Context: an optimization exercise on an open-source flow, tuned for small area, a short achievable clock period and few clock cycles. The choices shown serve that exercise and are no tape-out recipe.
At most, simulation tests tie the RTL to the original design; equivalence was not proved.

==> build 13: inputs <==
// interval_room_partition_unit
module interval_room_partition_unit #(
  parameter int unsigned MaxActivities = irp_pkg::MaxActivitiesDefault
) (
  input  logic        clk_i,
  input  logic        rst_ni,
  input  logic        in_valid_i,
  output logic        in_stall_o,
  input  logic [40:0] in_data_i,
  output logic        out_valid_o,
  input  logic        out_stall_i,
  output logic [18:0] out_data_o
);
==> flow/config.mk <==
export PLATFORM = sky130hd
export DESIGN_NAME = interval_room_partition_unit
export DESIGN_NICKNAME = interval_room_partition_unit
export VERILOG_FILES = /design/flow/design.v
export SDC_FILE = /design/flow/constraint.sdc
export NUM_CORES = 4
export LEC_CHECK = 0
export CAP_MARGIN = 20
export CORE_MARGIN = 2
export CORE_UTILIZATION = 40
export SETUP_SLACK_MARGIN = 5
export SLEW_MARGIN = 20
==> flow/constraint.sdc <==
create_clock -name core_clock -period 9.0 [get_ports {clk_i}]
set_input_delay 1.8000 -clock core_clock [delete_from_list [all_inputs] [get_ports {clk_i}]]
set_output_delay 1.8000 -clock core_clock [all_outputs]
set_load 0.01 [all_outputs]
run.sh (not shown) runs the stock make flow with config.mk's settings and CLKGATE_MAP_FILE= SYNTH_SCRIPT=/design/flow/synth_recipe.tcl, a recipe that flattens the netlist after the stock synthesis.
==> build 49: changes against build 13 <==
--- a/flow/design.v
+++ b/flow/design.v
@@ -85,23 +85,19 @@
   logic [N-1:0][7:0]  id_q;
   logic [N-1:0][4:0]  room_q;
   logic [N-1:0]       vld_q;     
   logic [N-1:0]       ld_q;      
   logic [N-1:0]       sw_q;      
   logic [N-1:0]       asg_q;     
   logic [N-1:0]       last_q;    
   logic [N-1:0]       h_q;       
-  logic [N-1:0]       tail_q;    
   logic [4:0]         cnt_q;     
   logic [4:0]         ldn_q;     
   logic               ldc_q;     
-  logic [N-1:0]       wt_q;      
-  logic               wtv_q;     
-  logic [4:0]         wtn_q;     
   logic [40:0]        in_q;      
   logic               in_vq;
   logic               busy_q;    
   logic               fin_q;     
   logic [4:0]         rem_q;     
   logic [4:0]         rc_q;      
   logic [15:0]        latest_q;  
   logic [N-1:0]       after_q;   
@@ -149,20 +145,32 @@
         end else if (sel_new[i]) begin
           start_q[i] <= new_start;
           end_q[i]   <= new_end;
           id_q[i]    <= new_id;
         end
       end
     end
   end
-  logic [N-1:0] vld_ins, ld_ins, tail_last;
-  assign vld_ins   = ins ? (vld_q | tail_q) : vld_q;
-  assign ld_ins    = ins ? (ld_q | tail_q) : ld_q;
-  assign tail_last = ins ? tail_q : {tail_q[0], tail_q[N-1:1]};
+  logic [N-1:0] vld_ins, ld_ins;
+  always_comb begin
+    vld_ins = vld_q;
+    ld_ins  = ld_q;
+    if (ins) begin
+      for (int i = 0; i < N; i++) begin
+        if (sel_shift[i]) begin
+          vld_ins[i] = vld_q[(i + N - 1) % N];
+          ld_ins[i]  = ld_q[(i + N - 1) % N];
+        end else if (sel_new[i]) begin
+          vld_ins[i] = 1'b1;
+          ld_ins[i]  = 1'b1;
+        end
+      end
+    end
+  end
   logic [N-1:0] ge_h;    
   always_comb begin
     ge_h[0] = h_q[0];
     for (int i = 1; i < N; i++) ge_h[i] = ge_h[i-1] | h_q[i];
   end
   logic [7:0] o_id;
   logic [4:0] o_room;
   logic       o_last, o_ok;
@@ -170,38 +178,24 @@
     o_id   = '0;
     o_room = '0;
     o_last = 1'b0;
     o_ok   = 1'b0;
     for (int i = 0; i < N; i++) begin
       o_id   |= {8{h_q[i]}} & id_q[i];
       o_room |= {5{h_q[i]}} & room_q[i];
       o_last |= h_q[i] & last_q[i];
-      o_ok   |= h_q[i] & vld_q[i] & ~ld_q[i] & ~sw_q[i] & ~wt_q[i];
+      o_ok   |= h_q[i] & vld_q[i] & ~ld_q[i] & ~sw_q[i];
     end
   end
-  logic        take, rcq_room, ov_q;
-  logic [1:0]  rcq_n;
-  logic [4:0]  rcq_head;
-  logic [18:0] od_q;
-  assign take = o_ok & (~ov_q | ~out_stall_i);
-  always_ff @(posedge clk_i) begin
-    if (take) od_q <= {o_id, o_room, rcq_head, o_last};
-  end
-  always_ff @(posedge clk_i or negedge rst_ni) begin
-    if (!rst_ni) begin
-      ov_q <= 1'b0;
-    end else if (take) begin
-      ov_q <= 1'b1;
-    end else if (!out_stall_i) begin
-      ov_q <= 1'b0;
-    end
-  end
-  assign out_valid_o = ov_q;
-  assign out_data_o  = od_q;
+  logic       take, rcq_full;
+  logic [4:0] rcq_head;
+  assign out_valid_o = o_ok;
+  assign take        = o_ok & ~out_stall_i;
+  assign out_data_o  = {o_id, o_room, rcq_head, o_last};
   logic [N-1:0] unas, cand, gts;
   for (genvar i = 0; i < N; i++) begin : g_sw
     logic eq_l;
     irp_cmp16 u_cl (.a_i(start_q[i]), .b_i(latest_q), .gt_o(gts[i]), .eq_o(eq_l));
   end
   assign unas = sw_q & ~asg_q;
   assign cand = unas & after_q & gts;
   logic [N-1:0] ca_h, ub_h, pre_ah, pre_a, pre_bh, pre_b;
@@ -231,93 +225,72 @@
   always_comb begin
     pick_end = '0;
     for (int i = 0; i < N; i++) pick_end |= {16{pick[i]}} & end_q[i];
   end
   logic [4:0] room_new;
   assign room_new = any_c ? rc_q : rc_q + 5'd1;
   logic step, step_fin, cvt;
   logic [4:0] ldn_ins;
-  assign step     = busy_q;
+  assign step     = busy_q & ~(fin_q & rcq_full);
   assign step_fin = step & fin_q;
-  assign rcq_room = ~rcq_n[1] | (~rcq_n[0] & ~step_fin);
+  assign cvt      = (ldc_q | first) & (~busy_q | step_fin);
   assign ldn_ins  = ldn_q + {4'd0, ins};
-  logic         done_ld, cvt_ld, to_wt;
-  logic [N-1:0] src;
-  logic [4:0]   n_src;
-  assign done_ld = first | ldc_q;
-  assign cvt     = (wtv_q | first) & (~busy_q | step_fin) & rcq_room;
-  assign cvt_ld  = cvt & ~wtv_q;
-  assign to_wt   = done_ld & ~cvt_ld & (~wtv_q | cvt);
-  assign src     = wtv_q ? wt_q : ld_ins;
-  assign n_src   = wtv_q ? wtn_q : ldn_ins;
   always_ff @(posedge clk_i) begin
     if (step) begin
       for (int i = 0; i < N; i++) begin
         if (pick[i]) room_q[i] <= room_new;
       end
     end
     if (cvt) begin
       after_q <= '0;
-    end else begin
+    end else if (step) begin
       after_q  <= after_d;
     end
-    latest_q <= pick_end;
+    if (step) latest_q <= pick_end;
   end
-  logic [N-1:0] h_next;
+  logic [N-1:0] h_next, h_up, ld_nx;
   assign h_next = {h_q[N-2:0], h_q[N-1]};
+  assign h_up   = {h_q[0], h_q[N-1:1]};      
+  assign ld_nx  = {ld_ins[0], ld_ins[N-1:1]};   
   always_ff @(posedge clk_i or negedge rst_ni) begin
     if (!rst_ni) begin
       vld_q  <= '0;
       ld_q   <= '0;
       sw_q   <= '0;
       asg_q  <= '0;
       last_q <= '0;
       h_q    <= {{(N-1){1'b0}}, 1'b1};
-      tail_q <= {{(N-1){1'b0}}, 1'b1};
       cnt_q  <= '0;
       ldn_q  <= '0;
       ldc_q  <= 1'b0;
-      wt_q   <= '0;
-      wtv_q  <= 1'b0;
-      wtn_q  <= '0;
       busy_q <= 1'b0;
       fin_q  <= 1'b0;
       rem_q  <= '0;
       rc_q   <= '0;
     end else begin
       vld_q <= vld_ins & ~({N{take}} & h_q);
       if (take) h_q <= h_next;
-      if (ins) tail_q <= {tail_q[N-2:0], tail_q[N-1]};
-      last_q <= (last_q & ~({N{take}} & h_q)) | ({N{first}} & tail_last);
       cnt_q <= cnt_q + {4'd0, ins} - {4'd0, take};
-      if (cvt_ld || to_wt) begin
-        ld_q  <= '0;
-        ldn_q <= '0;
-      end else begin
-        ld_q  <= ld_ins;
-        ldn_q <= ldn_ins;
-      end
-      ldc_q <= done_ld & ~cvt_ld & ~to_wt;
-      if (to_wt) begin
-        wt_q  <= ld_ins;
-        wtn_q <= ldn_ins;
-        wtv_q <= 1'b1;
-      end else if (cvt && wtv_q) begin
-        wt_q  <= '0;
-        wtv_q <= 1'b0;
-      end
       if (cvt) begin
-        sw_q   <= src;
+        ld_q   <= '0;
+        sw_q   <= ld_ins;
         asg_q  <= '0;
+        last_q <= (last_q & ~({N{take}} & h_q)) | (ld_ins & (~ld_nx | h_up));
+        ldn_q  <= '0;
+        ldc_q  <= 1'b0;
         busy_q <= 1'b1;
-        rem_q  <= n_src;
-        fin_q  <= (n_src == 5'd1);
+        rem_q  <= ldn_ins;
+        fin_q  <= (ldn_ins == 5'd1);
         rc_q   <= '0;
       end else begin
+        ld_q   <= ld_ins;
+        last_q <= last_q & ~({N{take}} & h_q);
+        ldn_q  <= ldn_ins;
+        if (first) ldc_q <= 1'b1;
         if (step) begin
           asg_q <= asg_q | pick;
           rc_q  <= room_new;
           rem_q <= rem_q - 5'd1;
           fin_q <= (rem_q == 5'd2);
           if (fin_q) begin
             busy_q <= 1'b0;
             sw_q   <= '0;
@@ -327,51 +300,50 @@
     end
   end
   irp_ctrl u_rcq (
     .clk_i   (clk_i),
     .rst_ni  (rst_ni),
     .push_i  (step_fin),
     .data_i  (room_new),
     .pop_i   (take & o_last),
-    .n_o     (rcq_n),
+    .full_o  (rcq_full),
     .head_o  (rcq_head)
   );
 endmodule
 `timescale 1ns / 1ps
 module irp_ctrl (
   input  logic       clk_i,
   input  logic       rst_ni,
   input  logic       push_i,
   input  logic [4:0] data_i,
   input  logic       pop_i,
-  output logic [1:0] n_o,
+  output logic       full_o,
   output logic [4:0] head_o
 );
-  logic [2:0][4:0] q_q;
-  logic [1:0]      n_q, wr;
-  assign wr = n_q - {1'b0, pop_i};
+  logic [4:0] q0_q, q1_q;
+  logic [1:0] n_q;
   always_ff @(posedge clk_i) begin
-    for (int k = 0; k < 3; k++) begin
-      if (push_i && wr == 2'(k)) begin
-        q_q[k] <= data_i;
-      end else if (pop_i && k < 2) begin
-        q_q[k] <= q_q[(k < 2) ? k + 1 : k];
-      end
+    if (pop_i) begin
+      q0_q <= (push_i && n_q == 2'd1) ? data_i : q1_q;
+      if (push_i) q1_q <= data_i;
+    end else if (push_i) begin
+      if (n_q == 2'd0) q0_q <= data_i;
+      else q1_q <= data_i;
     end
   end
   always_ff @(posedge clk_i or negedge rst_ni) begin
     if (!rst_ni) begin
       n_q <= '0;
     end else begin
       n_q <= n_q + {1'b0, push_i} - {1'b0, pop_i};
     end
   end
-  assign n_o    = n_q;
-  assign head_o = q_q[0];
+  assign full_o = n_q[1];
+  assign head_o = q0_q;
 endmodule
 `timescale 1ns / 1ps
 import irp_pkg::*;
 module interval_room_partition_unit #(
   parameter int unsigned MaxActivities = irp_pkg::MaxActivitiesDefault
 ) (
   input  logic        clk_i,
   input  logic        rst_ni,
==> comparison table <==
Result of the run: build 13 finished with violations; build 49 timing/DRC/antenna clean
Violated checks: build 13 max-capacitance violations, max-slew violations; build 49 -
Share of flip-flops with an asynchronous set or reset after synthesis: build 13 16.3%; build 49 13.2%
Register bit total from synthesis: build 13 988; build 49 925
Share of Yosys cell area claimed by the top area cell type: build 13 39.7%; build 49 41.0%
Detailed placement HPWL: build 13 175000 um; build 49 172000 um
Sequential cell count: build 13 988; build 49 925
Met3 Track Usage GR: build 13 12.1%; build 49 11.3%
Tightest Pin Transition: build 13 2.09 ns; build 49 1.12 ns
Placed Area: build 13 64000 sq um; build 49 61200 sq um
Inverters, non-clock: build 13 158; build 49 114
Fraction of the mapped netlist area in compound gates: build 13 14.9%; build 49 16.2%
Via count of the first global-routing pass: build 13 49600; build 49 47900
Worst Setup Slack post-DPL: build 13 2.45 ns; build 49 2.01 ns
# clock sinks: build 13 988; build 49 925
Number of enable-type register cells in the synthesized netlist: build 13 795; build 49 787
Post-Layout Inst Area: build 13 82200 sq um; build 49 73500 sq um
Max-slew headroom at the worst pin: build 13 -40.6%; build 49 25.2%
Met2 routed wirelength: build 13 123000 um; build 49 116000 um
Testbench counts of build 13, summed over its fixed seeds: cycles 2,721.
Testbench counts of build 49, summed over its fixed seeds: cycles 2,786.

---

==> inputs of maple <==
==> flow/design.v <==
`timescale 1ns / 1ps
package irp_pkg;
  localparam int unsigned MaxActivitiesDefault = 16;
  localparam int unsigned IdW   = 8;
  localparam int unsigned TimeW = 16;
  localparam int unsigned RoomW = 5;
  typedef struct packed {
    logic [IdW-1:0]   act_id;
    logic [TimeW-1:0] start_time;
    logic [TimeW-1:0] end_time;
    logic             last;
  } in_beat_t;
  typedef struct packed {
    logic [IdW-1:0]   act_id_res;
    logic [RoomW-1:0] room;
    logic [RoomW-1:0] room_count;
    logic             last_result;
  } out_beat_t;
  typedef enum logic [2:0] {
    ST_LOAD,
    ST_SORT,
    ST_OPEN,
    ST_SCAN,
    ST_EMIT
  } state_e;
  typedef struct packed {
    logic load;        
    logic sort_init;   
    logic sort_step;   
    logic open_init;   
    logic open_step;   
    logic scan_step;   
    logic emit_init;   
    logic emit_step;   
  } cmd_t;
  typedef struct packed {
    logic sort_done;
    logic open_done;
    logic scan_done;
    logic emit_last;
  } status_t;
endpackage
module irp_cmp16 (
  input  logic [15:0] a_i,
  input  logic [15:0] b_i,
  output logic        gt_o,
  output logic        eq_o
);
  logic [15:0] g0, e0;
  logic [7:0]  g1, e1;
  logic [3:0]  g2, e2;
  logic [1:0]  g3, e3;
  assign g0 = a_i & ~b_i;
  assign e0 = ~(a_i ^ b_i);
  for (genvar i = 0; i < 8; i++) begin : g_l1
    assign g1[i] = g0[2*i+1] | (e0[2*i+1] & g0[2*i]);
    assign e1[i] = e0[2*i+1] & e0[2*i];
  end
  for (genvar i = 0; i < 4; i++) begin : g_l2
    assign g2[i] = g1[2*i+1] | (e1[2*i+1] & g1[2*i]);
    assign e2[i] = e1[2*i+1] & e1[2*i];
  end
  for (genvar i = 0; i < 2; i++) begin : g_l3
    assign g3[i] = g2[2*i+1] | (e2[2*i+1] & g2[2*i]);
    assign e3[i] = e2[2*i+1] & e2[2*i];
  end
  assign gt_o = g3[1] | (e3[1] & g3[0]);
  assign eq_o = e3[1] & e3[0];
endmodule
`timescale 1ns / 1ps
import irp_pkg::*;
module irp_dpath #(
  parameter int unsigned N = 16
) (
  input  logic                  clk_i,
  input  logic                  rst_ni,
  input  logic                  in_valid_i,
  input  logic [40:0]           in_data_i,
  output logic                  in_stall_o,
  input  logic                  e_empty_i,   
  input  logic                  e_free_i,    
  output logic                  xfer_o,      
  output logic [N-1:0]          vld_o,
  output logic [N-1:0][7:0]     id_o,
  output logic [N-1:0][4:0]     room_o,
  output logic [4:0]            rooms_o
);
  logic [N-1:0]       vld_q;
  logic [N-1:0][15:0] start_q, end_q;
  logic [N-1:0][7:0]  id_q;
  logic [N-1:0][4:0]  room_q;
  logic [N-1:0]       asg_q, after_q;
  logic [15:0]        latest_q;
  logic [4:0]         rc_q;
  logic [4:0]         rem_q;       
  logic               busy_q;      
  logic               fin_q;       
  logic               swept_q;     
  logic [7:0]  new_id;
  logic [15:0] new_start, new_end;
  logic        new_last;
  assign {new_id, new_start, new_end, new_last} = in_data_i;
  logic ready, accept, ins, clr;
  logic [N-1:0] vld_eff, f, gt_s;
  assign ready      = (busy_q & fin_q) | swept_q;
  assign xfer_o     = ready & e_free_i;
  assign in_stall_o = (busy_q | swept_q) & ~(ready & e_empty_i);
  assign accept     = in_valid_i & ~in_stall_o;
  assign clr        = xfer_o;
  assign vld_eff    = clr ? '0 : vld_q;
  assign ins        = accept & ~vld_eff[N-1];
  logic [15:0] cmp_b;
  assign cmp_b = busy_q ? latest_q : new_start;
  for (genvar i = 0; i < N; i++) begin : g_cmp
    logic gt_e, eq_e, eq_s;
    irp_cmp16 u_ce (.a_i(end_q[i]),   .b_i(new_end), .gt_o(gt_e),    .eq_o(eq_e));
    irp_cmp16 u_cs (.a_i(start_q[i]), .b_i(cmp_b),   .gt_o(gt_s[i]), .eq_o(eq_s));
    assign f[i] = ~vld_eff[i] | gt_e | (eq_e & gt_s[i]);
  end
  for (genvar i = 0; i < N; i++) begin : g_ent
    always_ff @(posedge clk_i) begin
      if (ins) begin
        if (i > 0 && f[(i > 0) ? i - 1 : 0]) begin
          start_q[i] <= start_q[(i > 0) ? i - 1 : 0];
          end_q[i]   <= end_q[(i > 0) ? i - 1 : 0];
          id_q[i]    <= id_q[(i > 0) ? i - 1 : 0];
        end else if (f[i]) begin
          start_q[i] <= new_start;
          end_q[i]   <= new_end;
          id_q[i]    <= new_id;
        end
      end
    end
  end
  logic [N-1:0] unas, cand, pick_a, pick_b, pick, pre_a, pre_b, after_d;
  logic         any_c;
  logic [15:0]  pick_end;
  logic [4:0]   room_new;
  assign unas = vld_q & ~asg_q;
  assign cand = unas & after_q & gt_s;
  assign any_c = |cand;
  always_comb begin
    pre_a[0] = 1'b0;
    pre_b[0] = 1'b0;
    for (int j = 1; j < N; j++) begin
      pre_a[j] = pre_a[j-1] | cand[j-1];
      pre_b[j] = pre_b[j-1] | unas[j-1];
    end
  end
  assign pick_a  = cand & ~pre_a;
  assign pick_b  = unas & ~pre_b;
  assign pick    = any_c ? pick_a : pick_b;
  assign after_d = any_c ? (pre_a | cand) & ~pick_a : (pre_b | unas) & ~pick_b;
  always_comb begin
    pick_end = '0;
    for (int j = 0; j < N; j++) pick_end |= {16{pick[j]}} & end_q[j];
  end
  assign room_new = any_c ? rc_q : rc_q + 5'd1;
  logic first;
  logic [4:0] n_next;
  assign first = accept & new_last;
  always_comb begin
    n_next = '0;
    for (int j = 0; j < N; j++) n_next += {4'd0, vld_o_next(j)};
  end
  function automatic logic vld_o_next(input int j);
    vld_o_next = ins ? ((j == 0) ? 1'b1 : vld_eff[j-1]) : vld_eff[j];
  endfunction
  always_ff @(posedge clk_i) begin
    if (first) begin
      latest_q  <= (ins && f[0]) ? new_end : end_q[0];
      after_q   <= {{(N-1){1'b1}}, 1'b0};
      room_q[0] <= 5'd1;
    end else if (busy_q) begin
      latest_q <= pick_end;
      after_q  <= after_d;
      for (int j = 0; j < N; j++) begin
        if (pick[j]) room_q[j] <= room_new;
      end
    end
  end
  always_ff @(posedge clk_i or negedge rst_ni) begin
    if (!rst_ni) begin
      vld_q   <= '0;
      asg_q   <= '0;
      rc_q    <= '0;
      rem_q   <= '0;
      busy_q  <= 1'b0;
      fin_q   <= 1'b0;
      swept_q <= 1'b0;
    end else begin
      vld_q <= ins ? {vld_eff[N-2:0], 1'b1} : vld_eff;
      if (first) begin
        asg_q   <= {{(N-1){1'b0}}, 1'b1};
        rc_q    <= 5'd1;
        rem_q   <= n_next - 5'd1;
        busy_q  <= (n_next != 5'd1);
        fin_q   <= (n_next == 5'd2);
        swept_q <= (n_next == 5'd1);
      end else if (busy_q) begin
        asg_q <= asg_q | pick;
        rc_q  <= room_new;
        rem_q <= rem_q - 5'd1;
        fin_q <= (rem_q == 5'd2);
        if (fin_q) begin
          busy_q  <= 1'b0;
          swept_q <= ~xfer_o;
        end
      end else if (xfer_o) begin
        swept_q <= 1'b0;
      end
    end
  end
  assign vld_o = vld_q;
  assign id_o  = id_q;
  for (genvar j = 0; j < N; j++) begin : g_res
    assign room_o[j] = pick[j] ? room_new : room_q[j];
  end
  assign rooms_o = busy_q ? room_new : rc_q;
endmodule
`timescale 1ns / 1ps
import irp_pkg::*;
module irp_ctrl #(
  parameter int unsigned N = 16
) (
  input  logic                  clk_i,
  input  logic                  rst_ni,
  input  logic                  xfer_i,
  input  logic [N-1:0]          s_vld_i,
  input  logic [N-1:0][7:0]     s_id_i,
  input  logic [N-1:0][4:0]     s_room_i,
  input  logic [4:0]            s_rooms_i,
  output logic                  empty_o,
  output logic                  free_o,
  output logic                  out_valid_o,
  input  logic                  out_stall_i,
  output logic [18:0]           out_data_o
);
  logic [N-1:0]        vld_q;
  logic [N-1:0][12:0]  res_q;
  logic [4:0]          rc_q;
  logic                take;
  assign take    = vld_q[0] & ~out_stall_i;
  assign empty_o = ~vld_q[0];
  assign free_o  = ~vld_q[0] | (~vld_q[1] & ~out_stall_i);
  always_ff @(posedge clk_i) begin
    if (xfer_i) begin
      for (int j = 0; j < N; j++) res_q[j] <= {s_id_i[j], s_room_i[j]};
      rc_q <= s_rooms_i;
    end else if (take) begin
      for (int j = 0; j < N - 1; j++) res_q[j] <= res_q[j+1];
    end
  end
  always_ff @(posedge clk_i or negedge rst_ni) begin
    if (!rst_ni) begin
      vld_q <= '0;
    end else if (xfer_i) begin
      vld_q <= s_vld_i;
    end else if (take) begin
      vld_q <= {1'b0, vld_q[N-1:1]};
    end
  end
  assign out_valid_o = vld_q[0];
  assign out_data_o  = {res_q[0], rc_q, ~vld_q[1]};
endmodule
`timescale 1ns / 1ps
import irp_pkg::*;
module interval_room_partition_unit #(
  parameter int unsigned MaxActivities = irp_pkg::MaxActivitiesDefault
) (
  input  logic        clk_i,
  input  logic        rst_ni,
  input  logic        in_valid_i,
  output logic        in_stall_o,
  input  logic [40:0] in_data_i,
  output logic        out_valid_o,
  input  logic        out_stall_i,
  output logic [18:0] out_data_o
);
  localparam int unsigned N = MaxActivities;
  logic                xfer, e_empty, e_free;
  logic [N-1:0]        s_vld;
  logic [N-1:0][7:0]   s_id;
  logic [N-1:0][4:0]   s_room;
  logic [4:0]          s_rooms;
  irp_dpath #(.N(N)) u_sort (
    .clk_i      (clk_i),
    .rst_ni     (rst_ni),
    .in_valid_i (in_valid_i),
    .in_data_i  (in_data_i),
    .in_stall_o (in_stall_o),
    .e_empty_i  (e_empty),
    .e_free_i   (e_free),
    .xfer_o     (xfer),
    .vld_o      (s_vld),
    .id_o       (s_id),
    .room_o     (s_room),
    .rooms_o    (s_rooms)
  );
  irp_ctrl #(.N(N)) u_emit (
    .clk_i       (clk_i),
    .rst_ni      (rst_ni),
    .xfer_i      (xfer),
    .s_vld_i     (s_vld),
    .s_id_i      (s_id),
    .s_room_i    (s_room),
    .s_rooms_i   (s_rooms),
    .empty_o     (e_empty),
    .free_o      (e_free),
    .out_valid_o (out_valid_o),
    .out_stall_i (out_stall_i),
    .out_data_o  (out_data_o)
  );
endmodule
==> flow/run.sh <==
#!/bin/bash
# synth_recipe.tcl (not shown) runs the flow's synth.tcl, then flattens the netlist and writes it again
# the make line also repeats each setting of config.mk as NAME=value (left out here)
make -C /OpenROAD-flow-scripts/flow DESIGN_CONFIG=/design/flow/config.mk WORK_HOME=/design/flow/orfs CLKGATE_MAP_FILE= SYNTH_SCRIPT=/design/flow/synth_recipe.tcl finish
==> flow/config.mk <==
export PLATFORM = sky130hd
export DESIGN_NAME = interval_room_partition_unit
export DESIGN_NICKNAME = interval_room_partition_unit
export VERILOG_FILES = /design/flow/design.v
export SDC_FILE = /design/flow/constraint.sdc
export NUM_CORES = 4
export LEC_CHECK = 0
export CAP_MARGIN = 20
export CORE_MARGIN = 2
export CORE_UTILIZATION = 40
export SLEW_MARGIN = 20
==> flow/constraint.sdc <==
create_clock -name core_clock -period 9.0 [get_ports {clk_i}]
set_input_delay 1.8000 -clock core_clock [delete_from_list [all_inputs] [get_ports {clk_i}]]
set_output_delay 1.8000 -clock core_clock [all_outputs]
set_load 0.01 [all_outputs]
==> violet: changes against maple <==
--- a/flow/design.v
+++ b/flow/design.v
@@ -90,31 +90,46 @@
   logic [N-1:0][7:0]  id_q;
   logic [N-1:0][4:0]  room_q;
   logic [N-1:0]       asg_q, after_q;
-  logic [15:0]        latest_q;
+  logic [15:0]        b_q;         
   logic [4:0]         rc_q;
   logic [4:0]         rem_q;       
   logic               busy_q;      
   logic               fin_q;       
   logic               swept_q;     
+  logic [40:0] in_q;
+  logic        in_vq, can_take;
   logic [7:0]  new_id;
   logic [15:0] new_start, new_end;
   logic        new_last;
-  assign {new_id, new_start, new_end, new_last} = in_data_i;
-  logic ready, accept, ins, clr;
+  assign {new_id, new_start, new_end, new_last} = in_q;
+  logic ready, accept, ins, clr, full;
+  logic [4:0] cnt_q;   
   logic [N-1:0] vld_eff, f, gt_s;
   assign ready      = (busy_q & fin_q) | swept_q;
   assign xfer_o     = ready & e_free_i;
-  assign in_stall_o = (busy_q | swept_q) & ~(ready & e_empty_i);
-  assign accept     = in_valid_i & ~in_stall_o;
-  assign clr        = xfer_o;
+  assign clr        = ready & e_empty_i;
+  assign can_take   = ~(busy_q | swept_q) | clr;
+  assign in_stall_o = in_vq & ~can_take;
+  assign accept     = in_vq & can_take;
+  always_ff @(posedge clk_i) begin
+    if (in_valid_i && !in_stall_o) in_q <= in_data_i;
+  end
+  always_ff @(posedge clk_i or negedge rst_ni) begin
+    if (!rst_ni) begin
+      in_vq <= 1'b0;
+    end else if (in_valid_i && !in_stall_o) begin
+      in_vq <= 1'b1;
+    end else if (accept) begin
+      in_vq <= 1'b0;
+    end
+  end
   assign vld_eff    = clr ? '0 : vld_q;
-  assign ins        = accept & ~vld_eff[N-1];
-  logic [15:0] cmp_b;
-  assign cmp_b = busy_q ? latest_q : new_start;
+  assign full       = clr ? 1'b0 : cnt_q[4];
+  assign ins        = accept & ~full;
   for (genvar i = 0; i < N; i++) begin : g_cmp
     logic gt_e, eq_e, eq_s;
     irp_cmp16 u_ce (.a_i(end_q[i]),   .b_i(new_end), .gt_o(gt_e),    .eq_o(eq_e));
-    irp_cmp16 u_cs (.a_i(start_q[i]), .b_i(cmp_b),   .gt_o(gt_s[i]), .eq_o(eq_s));
+    irp_cmp16 u_cs (.a_i(start_q[i]), .b_i(b_q),     .gt_o(gt_s[i]), .eq_o(eq_s));
     assign f[i] = ~vld_eff[i] | gt_e | (eq_e & gt_s[i]);
   end
   for (genvar i = 0; i < N; i++) begin : g_ent
@@ -157,22 +172,23 @@
   end
   assign room_new = any_c ? rc_q : rc_q + 5'd1;
   logic first;
-  logic [4:0] n_next;
-  assign first = accept & new_last;
-  always_comb begin
-    n_next = '0;
-    for (int j = 0; j < N; j++) n_next += {4'd0, vld_o_next(j)};
+  logic [4:0] cnt_eff, n_next;
+  assign first   = accept & new_last;
+  assign cnt_eff = clr ? 5'd0 : cnt_q;
+  assign n_next  = cnt_eff + {4'd0, ins};
+  logic        busy_d;
+  logic [15:0] latest_d, start_d;
+  assign busy_d   = first ? (n_next != 5'd1) : (busy_q & ~fin_q);
+  assign latest_d = first ? ((ins && f[0]) ? new_end : end_q[0]) : pick_end;
+  assign start_d  = (in_valid_i && !in_stall_o) ? in_data_i[32:17] : new_start;
+  always_ff @(posedge clk_i) begin
+    b_q <= busy_d ? latest_d : start_d;
   end
-  function automatic logic vld_o_next(input int j);
-    vld_o_next = ins ? ((j == 0) ? 1'b1 : vld_eff[j-1]) : vld_eff[j];
-  endfunction
   always_ff @(posedge clk_i) begin
     if (first) begin
-      latest_q  <= (ins && f[0]) ? new_end : end_q[0];
       after_q   <= {{(N-1){1'b1}}, 1'b0};
       room_q[0] <= 5'd1;
     end else if (busy_q) begin
-      latest_q <= pick_end;
       after_q  <= after_d;
       for (int j = 0; j < N; j++) begin
         if (pick[j]) room_q[j] <= room_new;
@@ -182,6 +198,7 @@
   always_ff @(posedge clk_i or negedge rst_ni) begin
     if (!rst_ni) begin
       vld_q   <= '0;
+      cnt_q   <= '0;
       asg_q   <= '0;
       rc_q    <= '0;
       rem_q   <= '0;
@@ -189,7 +206,8 @@
       fin_q   <= 1'b0;
       swept_q <= 1'b0;
     end else begin
-      vld_q <= ins ? {vld_eff[N-2:0], 1'b1} : vld_eff;
+      vld_q <= ins ? {vld_eff[N-2:0], 1'b1} : (xfer_o ? '0 : vld_q);
+      cnt_q <= xfer_o ? {4'd0, ins} : cnt_q + {4'd0, ins};
       if (first) begin
         asg_q   <= {{(N-1){1'b0}}, 1'b1};
         rc_q    <= 5'd1;
Settings changed: SETUP_SLACK_MARGIN set to 5.
==> amber: changes against maple <==
--- a/flow/design.v
+++ b/flow/design.v
@@ -96,19 +96,36 @@
   logic               busy_q;      
   logic               fin_q;       
   logic               swept_q;     
+  logic [40:0] in_q;
+  logic        in_vq, can_take;
   logic [7:0]  new_id;
   logic [15:0] new_start, new_end;
   logic        new_last;
-  assign {new_id, new_start, new_end, new_last} = in_data_i;
-  logic ready, accept, ins, clr;
+  assign {new_id, new_start, new_end, new_last} = in_q;
+  logic ready, accept, ins, clr, full;
+  logic [4:0] cnt_q;   
   logic [N-1:0] vld_eff, f, gt_s;
   assign ready      = (busy_q & fin_q) | swept_q;
   assign xfer_o     = ready & e_free_i;
-  assign in_stall_o = (busy_q | swept_q) & ~(ready & e_empty_i);
-  assign accept     = in_valid_i & ~in_stall_o;
-  assign clr        = xfer_o;
+  assign clr        = ready & e_empty_i;
+  assign can_take   = ~(busy_q | swept_q) | clr;
+  assign in_stall_o = in_vq & ~can_take;
+  assign accept     = in_vq & can_take;
+  always_ff @(posedge clk_i) begin
+    if (in_valid_i && !in_stall_o) in_q <= in_data_i;
+  end
+  always_ff @(posedge clk_i or negedge rst_ni) begin
+    if (!rst_ni) begin
+      in_vq <= 1'b0;
+    end else if (in_valid_i && !in_stall_o) begin
+      in_vq <= 1'b1;
+    end else if (accept) begin
+      in_vq <= 1'b0;
+    end
+  end
   assign vld_eff    = clr ? '0 : vld_q;
-  assign ins        = accept & ~vld_eff[N-1];
+  assign full       = clr ? 1'b0 : cnt_q[4];
+  assign ins        = accept & ~full;
   logic [15:0] cmp_b;
   assign cmp_b = busy_q ? latest_q : new_start;
   for (genvar i = 0; i < N; i++) begin : g_cmp
@@ -157,15 +174,10 @@
   end
   assign room_new = any_c ? rc_q : rc_q + 5'd1;
   logic first;
-  logic [4:0] n_next;
-  assign first = accept & new_last;
-  always_comb begin
-    n_next = '0;
-    for (int j = 0; j < N; j++) n_next += {4'd0, vld_o_next(j)};
-  end
-  function automatic logic vld_o_next(input int j);
-    vld_o_next = ins ? ((j == 0) ? 1'b1 : vld_eff[j-1]) : vld_eff[j];
-  endfunction
+  logic [4:0] cnt_eff, n_next;
+  assign first   = accept & new_last;
+  assign cnt_eff = clr ? 5'd0 : cnt_q;
+  assign n_next  = cnt_eff + {4'd0, ins};
   always_ff @(posedge clk_i) begin
     if (first) begin
       latest_q  <= (ins && f[0]) ? new_end : end_q[0];
@@ -182,6 +194,7 @@
   always_ff @(posedge clk_i or negedge rst_ni) begin
     if (!rst_ni) begin
       vld_q   <= '0;
+      cnt_q   <= '0;
       asg_q   <= '0;
       rc_q    <= '0;
       rem_q   <= '0;
@@ -189,7 +202,8 @@
       fin_q   <= 1'b0;
       swept_q <= 1'b0;
     end else begin
-      vld_q <= ins ? {vld_eff[N-2:0], 1'b1} : vld_eff;
+      vld_q <= ins ? {vld_eff[N-2:0], 1'b1} : (xfer_o ? '0 : vld_q);
+      cnt_q <= xfer_o ? {4'd0, ins} : cnt_q + {4'd0, ins};
       if (first) begin
         asg_q   <= {{(N-1){1'b0}}, 1'b1};
         rc_q    <= 5'd1;
Settings changed: SETUP_SLACK_MARGIN set to 4.
==> comparison <==
The lowest first-iteration DRC count belongs to maple, the highest to violet. Synthesized area: violet > amber > maple. The highest critical path depth belongs to maple, the lowest to violet. Of violet and amber, amber has the higher clock skew (gap 26 ps).
==> figures <==
metric                                                             violet                       amber                        maple
Post-synth top area share                                           0.505                       0.517                        0.509
Worst Tran Pin Value                                              1220 ps                     1160 ps                      1210 ps
Terminus of the critical flop-to-flop path          u_sort.b_q[7]$_DFF_P_  u_emit.res_q[39]$_DFFE_PP_  u_sort.rem_q[4]$_DFFE_PN0P_
Std-Cell Rows                                                         139                         138                          136
Crit path top cell by count                        sky130_fd_sc_hd__buf_4                           -        sky130_fd_sc_hd__fa_1
Register bit total from synthesis                                   1,072                       1,072                        1,025
Share of cell area taken by muxes after synthesis                   0.129                       0.137                        0.120
Register area share after synthesis                                 0.547                       0.553                        0.544
Number of instances in the synthesized netlist                      4,571                       4,401                        4,495
Diodes inserted                                                         4                           1                            1
Run status                                       timing/DRC/antenna clean    timing/DRC/antenna clean     timing/DRC/antenna clean
Instance area after placement                                  60,800 um2                  60,600 um2                   59,300 um2
Testbench counts of maple, summed over its fixed seeds: cycles 3,246.
Function not checked in violet and amber: the RTL went through the layout flow alone.

[static timing again, ports no longer ideal]
The flow's constraints put no driver on any port. The routed layouts listed below were extracted and timed again, unchanged, in two steps. Step 1: set_driving_cell puts a clkbuf_16 on clk_i and a buf_2 on each other input, an assumption about the parent block. Step 2 adds t to the input delays and takes it off the output delays; t is the mean of the earliest and latest rising clock arrival at the registers after step 1. Input paths then give back, and output paths get back, about the clock's delay inside the block. Slacks: ideal ports / drivers / drivers and shift; pairs: ideal ports / drivers.
run	t, ns	slack for setup (ns)	hold slack, ns	worst setup path after step 2
build 13	0.859	3.756 / 3.756 / 3.756	0.434 / 0.434 / 0.434	register to register
build 49	0.843	4.069 / 4.069 / 4.069	0.475 / 0.475 / 0.475	register to register
maple	0.827	1.647 / 1.611 / 0.784	0.417 / 0.417 / 0.417	input to register
violet	0.858	4.695 / 4.695 / 4.308	0.413 / 0.413 / 0.413	input to register
amber	0.825	3.907 / 3.907 / 3.519	0.408 / 0.408 / 0.408	input to register
For maple, which loses most, drivers alone change the setup slack by -0.036 ns; drivers and shift together by -0.863 ns.
